This is an optimization exercise on Yosys and OpenROAD, whose aim is small area and a short achievable clock period, not a production implementation. At most, simulation tests tie the RTL to the original design; equivalence was not proved. Power and IR drop assume default switching activity.

Setup of job 6234:
==> flow/design.v <==
package ex_bus_pkg;
    localparam int XLEN = 32;
    localparam int ADDR_W = 32;
    localparam int REG_ADDR_W = 5;
    localparam int BYTES_PER_WORD = XLEN / 8;
    typedef logic [XLEN-1:0] word_t;
    typedef logic [ADDR_W-1:0] addr_t;
    typedef logic [REG_ADDR_W-1:0] reg_addr_t;
    typedef logic [BYTES_PER_WORD-1:0] byte_sel_t;
    localparam int SHAMT_W = 5;
    localparam addr_t INST_STEP = 32'd4;
endpackage
package rv_isa_pkg;
    typedef logic [6:0] opcode_t;
    typedef logic [2:0] funct3_t;
    typedef logic [6:0] funct7_t;
    localparam int OPCODE_LSB = 0;
    localparam int OPCODE_W = 7;
    localparam int FUNCT3_LSB = 12;
    localparam int FUNCT3_W = 3;
    localparam int FUNCT7_LSB = 25;
    localparam int FUNCT7_W = 7;
    localparam int ALT_BIT = 30;
    localparam opcode_t OP_R = 7'b0110011;
    localparam opcode_t OP_I = 7'b0010011;
    localparam opcode_t OP_S = 7'b0100011;
    localparam opcode_t OP_L = 7'b0000011;
    localparam opcode_t OP_B = 7'b1100011;
    localparam opcode_t OP_LUI = 7'b0110111;
    localparam opcode_t OP_AUIPC = 7'b0010111;
    localparam opcode_t OP_JAL = 7'b1101111;
    localparam opcode_t OP_JALR = 7'b1100111;
    localparam funct7_t FUNCT7_ZERO = 7'b0000000;
    localparam funct7_t FUNCT7_ALT = 7'b0100000;
    localparam funct3_t FUNCT3_ADD_SUB = 3'b000;
    localparam funct3_t FUNCT3_SLL = 3'b001;
    localparam funct3_t FUNCT3_SLT = 3'b010;
    localparam funct3_t FUNCT3_SLTU = 3'b011;
    localparam funct3_t FUNCT3_XOR = 3'b100;
    localparam funct3_t FUNCT3_SRL_SRA = 3'b101;
    localparam funct3_t FUNCT3_OR = 3'b110;
    localparam funct3_t FUNCT3_AND = 3'b111;
    localparam funct3_t FUNCT3_BEQ = 3'b000;
    localparam funct3_t FUNCT3_BNE = 3'b001;
    localparam funct3_t FUNCT3_BLT = 3'b100;
    localparam funct3_t FUNCT3_BGE = 3'b101;
    localparam funct3_t FUNCT3_BLTU = 3'b110;
    localparam funct3_t FUNCT3_BGEU = 3'b111;
    localparam funct3_t FUNCT3_SB = 3'b000;
    localparam funct3_t FUNCT3_SH = 3'b001;
    localparam funct3_t FUNCT3_SW = 3'b010;
    localparam funct3_t FUNCT3_LB = 3'b000;
    localparam funct3_t FUNCT3_LH = 3'b001;
    localparam funct3_t FUNCT3_LW = 3'b010;
    localparam funct3_t FUNCT3_LBU = 3'b100;
    localparam funct3_t FUNCT3_LHU = 3'b101;
    typedef enum logic [3:0] {
        ALU,
        LUI,
        AUIPC,
        LOAD,
        STORE,
        BRANCH,
        JAL,
        JALR,
        NONE
    } op_class_t;
endpackage
module ex_top (
    input logic clk,
    input logic arst_n,
    input logic [31:0] pc,
    input logic [31:0] inst,
    input logic [31:0] reg1,
    input logic [31:0] reg2,
    input logic [31:0] imm,
    input logic [4:0] id_rd_addr,
    input logic id_rd_we,
    input logic [31:0] ram_rdata,
    output logic ram_req,
    output logic ram_we,
    output logic [3:0] ram_sel,
    output logic [31:0] ram_addr,
    output logic [31:0] ram_wdata,
    output logic [4:0] rd_addr,
    output logic [31:0] rd_wdata,
    output logic rd_we,
    output logic jump_flag,
    output logic [31:0] jump_addr
);
    logic [6:0] opc;
    logic [2:0] f3;
    logic alt;
    assign opc = inst[6:0];
    assign f3 = inst[14:12];
    assign alt = inst[30];
    logic is_r, r_ok, is_i, is_lui, is_auipc, is_ld, is_st, is_br, is_jal, is_jalr;
    logic valid;
    assign is_r = (opc == 7'b0110011);
    assign r_ok = is_r && (inst[29:25] == 5'b00000) && !inst[31];
    assign is_i = (opc == 7'b0010011);
    assign is_lui = (opc == 7'b0110111);
    assign is_auipc = (opc == 7'b0010111);
    assign is_ld = (opc == 7'b0000011);
    assign is_st = (opc == 7'b0100011);
    assign is_br = (opc == 7'b1100011);
    assign is_jal = (opc == 7'b1101111);
    assign is_jalr = (opc == 7'b1100111);
    assign valid = r_ok | is_i | is_lui | is_auipc | is_ld | is_st | is_br | is_jal | is_jalr;
    logic sel_r1, sel_pc;
    logic [31:0] base, xsum;
    assign sel_r1 = !inst[4] && !inst[3] && (!inst[6] || inst[2]);
    assign sel_pc = (inst[4] && !inst[5]) || (inst[6] && !inst[2]) || inst[3];
    assign base = ({32{sel_r1}} & reg1) | ({32{sel_pc}} & pc);
    assign xsum = base + imm;
    logic [31:0] b, bx, ysum;
    logic sub, cout, lt_u, lt_s, eq;
    logic [33:0] yfull;
    assign b = inst[5] ? reg2 : imm;
    assign sub = (|f3) | (inst[5] & (inst[30] | inst[6]));
    assign bx = b ^ {32{sub}};
    assign yfull = {1'b0, reg1, 1'b1} + {1'b0, bx, sub};
    assign ysum = yfull[32:1];
    assign cout = yfull[33];
    assign lt_u = !cout;
    assign lt_s = lt_u ^ reg1[31] ^ b[31];
    assign eq = (ysum == 32'd0);
    logic [31:0] r1_rev, s0, s1, s2, s3, s4, s5, sr, sl;
    logic fill;
    logic [4:0] sh;
    always_comb begin
        for (int i = 0; i < 32; i++) r1_rev[i] = reg1[31-i];
    end
    assign sh = b[4:0];
    assign fill = f3[2] & alt & reg1[31];
    assign s0 = f3[2] ? reg1 : r1_rev;
    assign s1 = sh[0] ? {{1{fill}}, s0[31:1]} : s0;
    assign s2 = sh[1] ? {{2{fill}}, s1[31:2]} : s1;
    assign s3 = sh[2] ? {{4{fill}}, s2[31:4]} : s2;
    assign s4 = sh[3] ? {{8{fill}}, s3[31:8]} : s3;
    assign s5 = sh[4] ? {{16{fill}}, s4[31:16]} : s4;
    assign sr = s5;
    always_comb begin
        for (int i = 0; i < 32; i++) sl[i] = sr[31-i];
    end
    logic [31:0] alu;
    always_comb begin
        case (f3)
            3'b000: alu = ysum;
            3'b001: alu = sl;
            3'b010: alu = {31'd0, lt_s};
            3'b011: alu = {31'd0, lt_u};
            3'b100: alu = reg1 ^ b;
            3'b101: alu = sr;
            3'b110: alu = reg1 | b;
            default: alu = reg1 & b;
        endcase
    end
    logic [1:0] a;
    logic [7:0] rbyte;
    logic [15:0] rhalf;
    logic [31:0] ld;
    assign a = xsum[1:0];
    assign rbyte = ram_rdata[a*8 +: 8];
    assign rhalf = a[1] ? ram_rdata[31:16] : ram_rdata[15:0];
    always_comb begin
        case (f3)
            3'b000: ld = {{24{rbyte[7]}}, rbyte};
            3'b100: ld = {24'd0, rbyte};
            3'b001: ld = a[0] ? 32'd0 : {{16{rhalf[15]}}, rhalf};
            3'b101: ld = a[0] ? 32'd0 : {16'd0, rhalf};
            3'b010: ld = ram_rdata;
            default: ld = 32'd0;
        endcase
    end
    logic cond, take;
    logic [31:0] link;
    assign cond = f3[2] ? ((f3[1] ? lt_u : lt_s) ^ f3[0]) : (!f3[1] & (eq ^ f3[0]));
    assign take = (is_br & cond) | is_jal | is_jalr;
    assign link = {pc[31:2] + 30'd1, pc[1:0]};
    logic use_alu, use_x, use_ld, use_link;
    logic [31:0] result;
    assign use_alu = inst[4] & !inst[2];
    assign use_x = inst[4] & inst[2];
    assign use_ld = !inst[4] & !inst[6] & !inst[5];
    assign use_link = inst[6] & inst[2];
    assign result = ({32{use_alu}} & alu) | ({32{use_x}} & xsum)
                  | ({32{use_ld}} & ld) | ({32{use_link}} & link);
    logic st_ok, ld_ok, sb, sh_, sw;
    assign st_ok = is_st & !f3[2] & !(f3[1] & f3[0]);
    assign ld_ok = is_ld & !(f3[1] & (f3[0] | f3[2]));
    assign ram_req = st_ok | ld_ok;
    assign ram_we = st_ok;
    assign ram_addr = xsum;
    assign sb = !f3[1] & !f3[0];
    assign sh_ = f3[0];
    assign sw = f3[1];
    assign ram_sel[0] = sw | (!a[1] & !a[0]);
    assign ram_sel[1] = sw | (sb & !a[1] & a[0]) | (sh_ & !a[1] & !a[0]);
    assign ram_sel[2] = sw | (a[1] & !a[0]);
    assign ram_sel[3] = sw | (sb & a[1] & a[0]) | (sh_ & a[1] & !a[0]);
    assign ram_wdata[7:0] = reg2[7:0];
    assign ram_wdata[15:8] = sb ? reg2[7:0] : reg2[15:8];
    assign ram_wdata[23:16] = sw ? reg2[23:16] : reg2[7:0];
    assign ram_wdata[31:24] = sw ? reg2[31:24] : (sh_ ? reg2[15:8] : reg2[7:0]);
    always_ff @(posedge clk or negedge arst_n) begin
        if (!arst_n) begin
            rd_we <= 1'b0;
            jump_flag <= 1'b0;
        end else begin
            rd_we <= id_rd_we && valid;
            jump_flag <= take;
        end
    end
    always_ff @(posedge clk) begin
        rd_addr <= id_rd_addr;
        rd_wdata <= result;
        jump_addr <= {xsum[31:1], xsum[0] & !(inst[2] & !inst[3])};
    end
endmodule
export LEC_CHECK = 0
export CAP_MARGIN = 20
export CORE_MARGIN = 2
export CORE_UTILIZATION = 40
export SETUP_SLACK_MARGIN = 0.2
export SLEW_MARGIN = 20
create_clock -name core_clock -period 6.5 [get_ports {clk}]
standard.sh (not shown) runs the stock make flow with config.mk's settings and CLKGATE_MAP_FILE= SYNTH_SCRIPT=/design/flow/synth_recipe.tcl, a recipe that flattens the netlist after the stock synthesis.
==> flow/flow/run.sh <==
#!/bin/bash
# Standard layout, with the port buffers made from the smallest plain buffer.
cp standard.sh standard_sh_copy.txt
cp config.mk config_mk_copy.txt
export BUFFER_PORTS_ARGS="-buffer_cell sky130_fd_sc_hd__buf_1"
bash standard.sh > standard.log 2>&1
Modified inputs, job 3629 compared to job 6234
--- a/flow/design.v
+++ b/flow/design.v
@@ -104,30 +104,39 @@
     assign is_ld = (opc == 7'b0000011);
     assign is_st = (opc == 7'b0100011);
     assign is_br = (opc == 7'b1100011);
     assign is_jal = (opc == 7'b1101111);
     assign is_jalr = (opc == 7'b1100111);
     assign valid = r_ok | is_i | is_lui | is_auipc | is_ld | is_st | is_br | is_jal | is_jalr;
+    logic [31:0] maddr;
+    assign maddr = reg1 + imm;
     logic sel_r1, sel_pc;
     logic [31:0] base, xsum;
     assign sel_r1 = !inst[4] && !inst[3] && (!inst[6] || inst[2]);
     assign sel_pc = (inst[4] && !inst[5]) || (inst[6] && !inst[2]) || inst[3];
     assign base = ({32{sel_r1}} & reg1) | ({32{sel_pc}} & pc);
-    assign xsum = base + imm;
+    logic [31:0] xp, xg, xc;
+    assign xp = base ^ imm;
+    assign xg = base & imm;
+    ex_prefix u_xpfx (.p(xp), .g(xg), .c(xc));
+    assign xsum = xp ^ {xc[30:0], 1'b0};
     logic [31:0] b, bx, ysum;
     logic sub, cout, lt_u, lt_s, eq;
-    logic [33:0] yfull;
     assign b = inst[5] ? reg2 : imm;
-    assign sub = (|f3) | (inst[5] & (inst[30] | inst[6]));
+    assign sub = inst[6] | (!f3[2] & f3[1]) | (!f3[2] & !f3[1] & !f3[0] & inst[5] & alt);
     assign bx = b ^ {32{sub}};
-    assign yfull = {1'b0, reg1, 1'b1} + {1'b0, bx, sub};
-    assign ysum = yfull[32:1];
-    assign cout = yfull[33];
+    logic [31:0] yp, yg, yg0, yc;
+    assign yp = reg1 ^ bx;
+    assign yg = reg1 & bx;
+    assign yg0 = {yg[31:1], yg[0] | (yp[0] & sub)};
+    ex_prefix u_ypfx (.p(yp), .g(yg0), .c(yc));
+    assign ysum = yp ^ {yc[30:0], sub};
+    assign cout = yc[31];
     assign lt_u = !cout;
     assign lt_s = lt_u ^ reg1[31] ^ b[31];
-    assign eq = (ysum == 32'd0);
+    assign eq = &yp;
     logic [31:0] r1_rev, s0, s1, s2, s3, s4, s5, sr, sl;
     logic fill;
     logic [4:0] sh;
     always_comb begin
         for (int i = 0; i < 32; i++) r1_rev[i] = reg1[31-i];
     end
@@ -147,23 +156,23 @@
     always_comb begin
         case (f3)
             3'b000: alu = ysum;
             3'b001: alu = sl;
             3'b010: alu = {31'd0, lt_s};
             3'b011: alu = {31'd0, lt_u};
-            3'b100: alu = reg1 ^ b;
+            3'b100: alu = yp;
             3'b101: alu = sr;
-            3'b110: alu = reg1 | b;
-            default: alu = reg1 & b;
+            3'b110: alu = yp | yg;
+            default: alu = yg;
         endcase
     end
     logic [1:0] a;
     logic [7:0] rbyte;
     logic [15:0] rhalf;
     logic [31:0] ld;
-    assign a = xsum[1:0];
+    assign a = maddr[1:0];
     assign rbyte = ram_rdata[a*8 +: 8];
     assign rhalf = a[1] ? ram_rdata[31:16] : ram_rdata[15:0];
     always_comb begin
         case (f3)
             3'b000: ld = {{24{rbyte[7]}}, rbyte};
             3'b100: ld = {24'd0, rbyte};
@@ -188,13 +197,13 @@
                   | ({32{use_ld}} & ld) | ({32{use_link}} & link);
     logic st_ok, ld_ok, sb, sh_, sw;
     assign st_ok = is_st & !f3[2] & !(f3[1] & f3[0]);
     assign ld_ok = is_ld & !(f3[1] & (f3[0] | f3[2]));
     assign ram_req = st_ok | ld_ok;
     assign ram_we = st_ok;
-    assign ram_addr = xsum;
+    assign ram_addr = maddr;
     assign sb = !f3[1] & !f3[0];
     assign sh_ = f3[0];
     assign sw = f3[1];
     assign ram_sel[0] = sw | (!a[1] & !a[0]);
     assign ram_sel[1] = sw | (sb & !a[1] & a[0]) | (sh_ & !a[1] & !a[0]);
     assign ram_sel[2] = sw | (a[1] & !a[0]);
@@ -215,6 +224,30 @@
     always_ff @(posedge clk) begin
         rd_addr <= id_rd_addr;
         rd_wdata <= result;
         jump_addr <= {xsum[31:1], xsum[0] & !(inst[2] & !inst[3])};
     end
 endmodule
+module ex_prefix (
+    input logic [31:0] p,
+    input logic [31:0] g,
+    output logic [31:0] c
+);
+    logic [31:0] gg, pp, gn, pn;
+    always_comb begin
+        gg = g;
+        pp = p;
+        for (int l = 0; l < 5; l++) begin
+            gn = gg;
+            pn = pp;
+            for (int i = 0; i < 32; i++) begin
+                if (((i >> l) & 1) == 1) begin
+                    gn[i] = gg[i] | (pp[i] & gg[((i >> l) << l) - 1]);
+                    pn[i] = pp[i] & pp[((i >> l) << l) - 1];
+                end
+            end
+            gg = gn;
+            pp = pn;
+        end
+        c = gg;
+    end
+endmodule
### Flow results
- Per the final summary, job 3629 finished and its layout is clean on timing, DRC and antenna.
- Job 6234 and job 3629 ended up with roughly the same total area of sequential cells.
- Job 6234 → job 3629: post-route cell area decreased by 5.2% relative to the old numbers, first-pass GRT wire length decreased by 3.6% relative to the old numbers, total power decreased by about 9% relative to the old numbers.
- Fraction of the cycle the final worst path needs was higher in job 6234 than in job 3629.
- Re final wirelength: job 6234 was higher than job 3629.
- Summary of job 3629 over job 6234: total count of hold-check failures in the final report now sits at about the same level, combinational cell fraction of total power now sits lower, clock period minus worst slack now sits lower, setup slack now sits higher.
- Antenna diode count, job 3629 and job 6234, lower one = job 6234.
The RTL of job 3629 was laid out without a check of its function.

---

T:
Another version of the RTL of ex_top (not shown whole).
Size: ~1800 cells after synthesis, about 71 flip-flops, about 0.013 mm² of cells after synthesis.
==> module ex_top, before the edit <==
module ex_top (
    input logic clk,
    input logic arst_n,
    input logic [31:0] pc,
    input logic [31:0] inst,
    input logic [31:0] reg1,
    input logic [31:0] reg2,
    input logic [31:0] imm,
    input logic [4:0] id_rd_addr,
    input logic id_rd_we,
    input logic [31:0] ram_rdata,
    output logic ram_req,
    output logic ram_we,
    output logic [3:0] ram_sel,
    output logic [31:0] ram_addr,
    output logic [31:0] ram_wdata,
    output logic [4:0] rd_addr,
    output logic [31:0] rd_wdata,
    output logic rd_we,
    output logic jump_flag,
    output logic [31:0] jump_addr
);
    logic [6:0] opc;
    logic [2:0] f3;
    logic alt;
    assign opc = inst[6:0];
    assign f3 = inst[14:12];
    assign alt = inst[30];
    logic is_r, r_ok, is_i, is_lui, is_auipc, is_ld, is_st, is_br, is_jal, is_jalr;
    logic valid;
    assign is_r = (opc == 7'b0110011);
    assign r_ok = is_r && (inst[29:25] == 5'b00000) && !inst[31];
    assign is_i = (opc == 7'b0010011);
    assign is_lui = (opc == 7'b0110111);
    assign is_auipc = (opc == 7'b0010111);
    assign is_ld = (opc == 7'b0000011);
    assign is_st = (opc == 7'b0100011);
    assign is_br = (opc == 7'b1100011);
    assign is_jal = (opc == 7'b1101111);
    assign is_jalr = (opc == 7'b1100111);
    assign valid = r_ok | is_i | is_lui | is_auipc | is_ld | is_st | is_br | is_jal | is_jalr;
    logic [31:0] maddr;
    assign maddr = reg1 + imm;
    logic sel_r1, sel_pc;
    logic [31:0] base, xsum;
    assign sel_r1 = !inst[4] && !inst[3] && (!inst[6] || inst[2]);
    assign sel_pc = (inst[4] && !inst[5]) || (inst[6] && !inst[2]) || inst[3];
    assign base = ({32{sel_r1}} & reg1) | ({32{sel_pc}} & pc);
    logic [31:0] xp, xg, xc;
    assign xp = base ^ imm;
    assign xg = base & imm;
    ex_prefix u_xpfx (.p(xp), .g(xg), .c(xc));
    assign xsum = xp ^ {xc[30:0], 1'b0};
    logic [31:0] b, bx, ysum;
    logic sub, cout, lt_u, lt_s, eq;
    assign b = inst[5] ? reg2 : imm;
    assign sub = inst[6] | (!f3[2] & f3[1]) | (!f3[2] & !f3[1] & !f3[0] & inst[5] & alt);
    assign bx = b ^ {32{sub}};
    logic [31:0] yp, yg, yg0, yc;
    assign yp = reg1 ^ bx;
    assign yg = reg1 & bx;
    assign yg0 = {yg[31:1], yg[0] | (yp[0] & sub)};
    ex_prefix u_ypfx (.p(yp), .g(yg0), .c(yc));
    assign ysum = yp ^ {yc[30:0], sub};
    assign cout = yc[31];
    assign lt_u = !cout;
    assign lt_s = lt_u ^ reg1[31] ^ b[31];
    assign eq = &yp;
    logic [31:0] r1_rev, s0, s1, s2, s3, s4, s5, sr, sl;
    logic fill;
    logic [4:0] sh;
    always_comb begin
        for (int i = 0; i < 32; i++) r1_rev[i] = reg1[31-i];
    end
    assign sh = b[4:0];
    assign fill = f3[2] & alt & reg1[31];
    assign s0 = f3[2] ? reg1 : r1_rev;
    assign s1 = sh[0] ? {{1{fill}}, s0[31:1]} : s0;
    assign s2 = sh[1] ? {{2{fill}}, s1[31:2]} : s1;
    assign s3 = sh[2] ? {{4{fill}}, s2[31:4]} : s2;
    assign s4 = sh[3] ? {{8{fill}}, s3[31:8]} : s3;
    assign s5 = sh[4] ? {{16{fill}}, s4[31:16]} : s4;
    assign sr = s5;
    always_comb begin
        for (int i = 0; i < 32; i++) sl[i] = sr[31-i];
    end
    logic [31:0] alu;
    always_comb begin
        case (f3)
            3'b000: alu = ysum;
            3'b001: alu = sl;
            3'b010: alu = {31'd0, lt_s};
            3'b011: alu = {31'd0, lt_u};
            3'b100: alu = yp;
            3'b101: alu = sr;
            3'b110: alu = yp | yg;
            default: alu = yg;
        endcase
    end
    logic [1:0] a;
    logic [7:0] rbyte;
    logic [15:0] rhalf;
    logic [31:0] ld;
    assign a = maddr[1:0];
    assign rbyte = ram_rdata[a*8 +: 8];
    assign rhalf = a[1] ? ram_rdata[31:16] : ram_rdata[15:0];
    always_comb begin
        case (f3)
            3'b000: ld = {{24{rbyte[7]}}, rbyte};
            3'b100: ld = {24'd0, rbyte};
            3'b001: ld = a[0] ? 32'd0 : {{16{rhalf[15]}}, rhalf};
            3'b101: ld = a[0] ? 32'd0 : {16'd0, rhalf};
            3'b010: ld = ram_rdata;
            default: ld = 32'd0;
        endcase
    end
    logic cond, take;
    logic [31:0] link;
    assign cond = f3[2] ? ((f3[1] ? lt_u : lt_s) ^ f3[0]) : (!f3[1] & (eq ^ f3[0]));
    assign take = (is_br & cond) | is_jal | is_jalr;
    assign link = {pc[31:2] + 30'd1, pc[1:0]};
    logic use_alu, use_x, use_ld, use_link;
    logic [31:0] result;
    assign use_alu = inst[4] & !inst[2];
    assign use_x = inst[4] & inst[2];
    assign use_ld = !inst[4] & !inst[6] & !inst[5];
    assign use_link = inst[6] & inst[2];
    assign result = ({32{use_alu}} & alu) | ({32{use_x}} & xsum)
                  | ({32{use_ld}} & ld) | ({32{use_link}} & link);
    logic st_ok, ld_ok, sb, sh_, sw;
    assign st_ok = is_st & !f3[2] & !(f3[1] & f3[0]);
    assign ld_ok = is_ld & !(f3[1] & (f3[0] | f3[2]));
    assign ram_req = st_ok | ld_ok;
    assign ram_we = st_ok;
    assign ram_addr = maddr;
    assign sb = !f3[1] & !f3[0];
    assign sh_ = f3[0];
    assign sw = f3[1];
    assign ram_sel[0] = sw | (!a[1] & !a[0]);
    assign ram_sel[1] = sw | (sb & !a[1] & a[0]) | (sh_ & !a[1] & !a[0]);
    assign ram_sel[2] = sw | (a[1] & !a[0]);
    assign ram_sel[3] = sw | (sb & a[1] & a[0]) | (sh_ & a[1] & !a[0]);
    assign ram_wdata[7:0] = reg2[7:0];
    assign ram_wdata[15:8] = sb ? reg2[7:0] : reg2[15:8];
    assign ram_wdata[23:16] = sw ? reg2[23:16] : reg2[7:0];
    assign ram_wdata[31:24] = sw ? reg2[31:24] : (sh_ ? reg2[15:8] : reg2[7:0]);
    always_ff @(posedge clk or negedge arst_n) begin
        if (!arst_n) begin
            rd_we <= 1'b0;
            jump_flag <= 1'b0;
        end else begin
            rd_we <= id_rd_we && valid;
            jump_flag <= take;
        end
    end
    always_ff @(posedge clk) begin
        rd_addr <= id_rd_addr;
        rd_wdata <= result;
        jump_addr <= {xsum[31:1], xsum[0] & !(inst[2] & !inst[3])};
    end
endmodule
export LEC_CHECK = 0
export CAP_MARGIN = 20
export CORE_MARGIN = 2
export CORE_UTILIZATION = 40
export SETUP_SLACK_MARGIN = 1.0
export SLEW_MARGIN = 20
create_clock -name core_clock -period 6.5 [get_ports {clk}]
Scripts as last shown in full above: flow/flow/run.sh
diff inputs: T => Q
--- a/flow/design.v
+++ b/flow/design.v
@@ -107,18 +107,12 @@
     assign is_jal = (opc == 7'b1101111);
     assign is_jalr = (opc == 7'b1100111);
     assign valid = r_ok | is_i | is_lui | is_auipc | is_ld | is_st | is_br | is_jal | is_jalr;
-    logic [31:0] maddr;
-    assign maddr = reg1 + imm;
     logic sel_r1, sel_pc;
     logic [31:0] base, xsum;
     assign sel_r1 = !inst[4] && !inst[3] && (!inst[6] || inst[2]);
     assign sel_pc = (inst[4] && !inst[5]) || (inst[6] && !inst[2]) || inst[3];
     assign base = ({32{sel_r1}} & reg1) | ({32{sel_pc}} & pc);
-    logic [31:0] xp, xg, xc;
-    assign xp = base ^ imm;
-    assign xg = base & imm;
-    ex_prefix u_xpfx (.p(xp), .g(xg), .c(xc));
-    assign xsum = xp ^ {xc[30:0], 1'b0};
+    assign xsum = base + imm;
     logic [31:0] b, bx, ysum;
     logic sub, cout, lt_u, lt_s, eq;
     assign b = inst[5] ? reg2 : imm;
@@ -152,24 +146,13 @@
     always_comb begin
         for (int i = 0; i < 32; i++) sl[i] = sr[31-i];
     end
-    logic [31:0] alu;
-    always_comb begin
-        case (f3)
-            3'b000: alu = ysum;
-            3'b001: alu = sl;
-            3'b010: alu = {31'd0, lt_s};
-            3'b011: alu = {31'd0, lt_u};
-            3'b100: alu = yp;
-            3'b101: alu = sr;
-            3'b110: alu = yp | yg;
-            default: alu = yg;
-        endcase
-    end
+    logic [31:0] lg;
+    assign lg = (yp & {32{!(f3[1] & f3[0])}}) | (yg & {32{f3[1]}});
     logic [1:0] a;
     logic [7:0] rbyte;
     logic [15:0] rhalf;
     logic [31:0] ld;
-    assign a = maddr[1:0];
+    assign a = xsum[1:0];
     assign rbyte = ram_rdata[a*8 +: 8];
     assign rhalf = a[1] ? ram_rdata[31:16] : ram_rdata[15:0];
     always_comb begin
@@ -193,14 +176,21 @@
     assign use_x = inst[4] & inst[2];
     assign use_ld = !inst[4] & !inst[6] & !inst[5];
     assign use_link = inst[6] & inst[2];
-    assign result = ({32{use_alu}} & alu) | ({32{use_x}} & xsum)
-                  | ({32{use_ld}} & ld) | ({32{use_link}} & link);
+    logic s_sum, s_sl, s_sr, s_lg, s_slt;
+    assign s_sum = use_alu & (f3 == 3'b000);
+    assign s_sl = use_alu & (f3 == 3'b001);
+    assign s_sr = use_alu & (f3 == 3'b101);
+    assign s_lg = use_alu & f3[2] & (f3[1] | !f3[0]);
+    assign s_slt = use_alu & !f3[2] & f3[1];
+    assign result = ({32{s_sum}} & ysum) | ({32{s_sl}} & sl) | ({32{s_sr}} & sr)
+                  | ({32{s_lg}} & lg) | {31'd0, s_slt & (f3[0] ? lt_u : lt_s)}
+                  | ({32{use_x}} & xsum) | ({32{use_ld}} & ld) | ({32{use_link}} & link);
     logic st_ok, ld_ok, sb, sh_, sw;
     assign st_ok = is_st & !f3[2] & !(f3[1] & f3[0]);
     assign ld_ok = is_ld & !(f3[1] & (f3[0] | f3[2]));
     assign ram_req = st_ok | ld_ok;
     assign ram_we = st_ok;
-    assign ram_addr = maddr;
+    assign ram_addr = xsum;
     assign sb = !f3[1] & !f3[0];
     assign sh_ = f3[0];
     assign sw = f3[1];
Notes after the runs:
Area of the multi-input gates of Q falls short of that of T by more than 10%. Q vs T: worst hold slack down in Q. Reported for Q and T, count of buffers inserted at the top-level ports turned out identical to the last digit. Compared with T, Q shows non-clock buffer area fraction after layout higher by 3.6 points. Of Q and T, Q shows the higher layout cell share with drive strength beyond 1, with T below it. When Q is measured against T, its final core utilization turns out 3.2 points higher. For die outline width, dividing the value from T by the value from Q gives 1.09. Sort Q and T by xor and xnor fraction of the mapped netlist area, ascending, and T comes first. Capture point of the critical path = ram_addr[29]: T; capture point of the critical path = ram_addr[24]: Q.
Function was not checked in any run of this note: the RTL went through the layout flow alone.

-- what the ideal ports hide --
The results above use ideal ports. As a check the final layouts listed here were re-extracted and re-timed, cells and wires unchanged.
Step 1 assumes that a clkbuf_16 drives the clock port and a buf_2 every other input.
Step 2 adds t to the input delays and takes it off the output delays; t is the mean of the earliest and latest rising clock arrival at the registers after step 1. Input paths then give back, and output paths get back, about the clock's delay inside the block.
a / b / c = ideal ports / drivers / drivers and shift; a / b = the first two.
| run | t (ns) | setup slack, ns | latest minus earliest clock arrival (ns) | slew at the worst register clock pin (ns) |
|---|---|---|---|---|
| job 6234 | 0.405 | 0.275 / 0.250 / 0.250 | 0.012 / 0.012 | 0.07 / 0.07 |
| job 3629 | 0.430 | 0.338 / 0.318 / 0.318 | 0.017 / 0.017 | 0.07 / 0.07 |
| T | 0.401 | 1.031 / 1.006 / 0.811 | 0.010 / 0.010 | 0.06 / 0.06 |
| Q | 0.410 | 0.699 / 0.645 / 0.645 | 0.014 / 0.014 | 0.07 / 0.07 |
After both steps setup and hold are still met in every run listed. For T, which loses most, drivers alone change the setup slack by -0.025 ns; drivers and shift together by -0.220 ns.
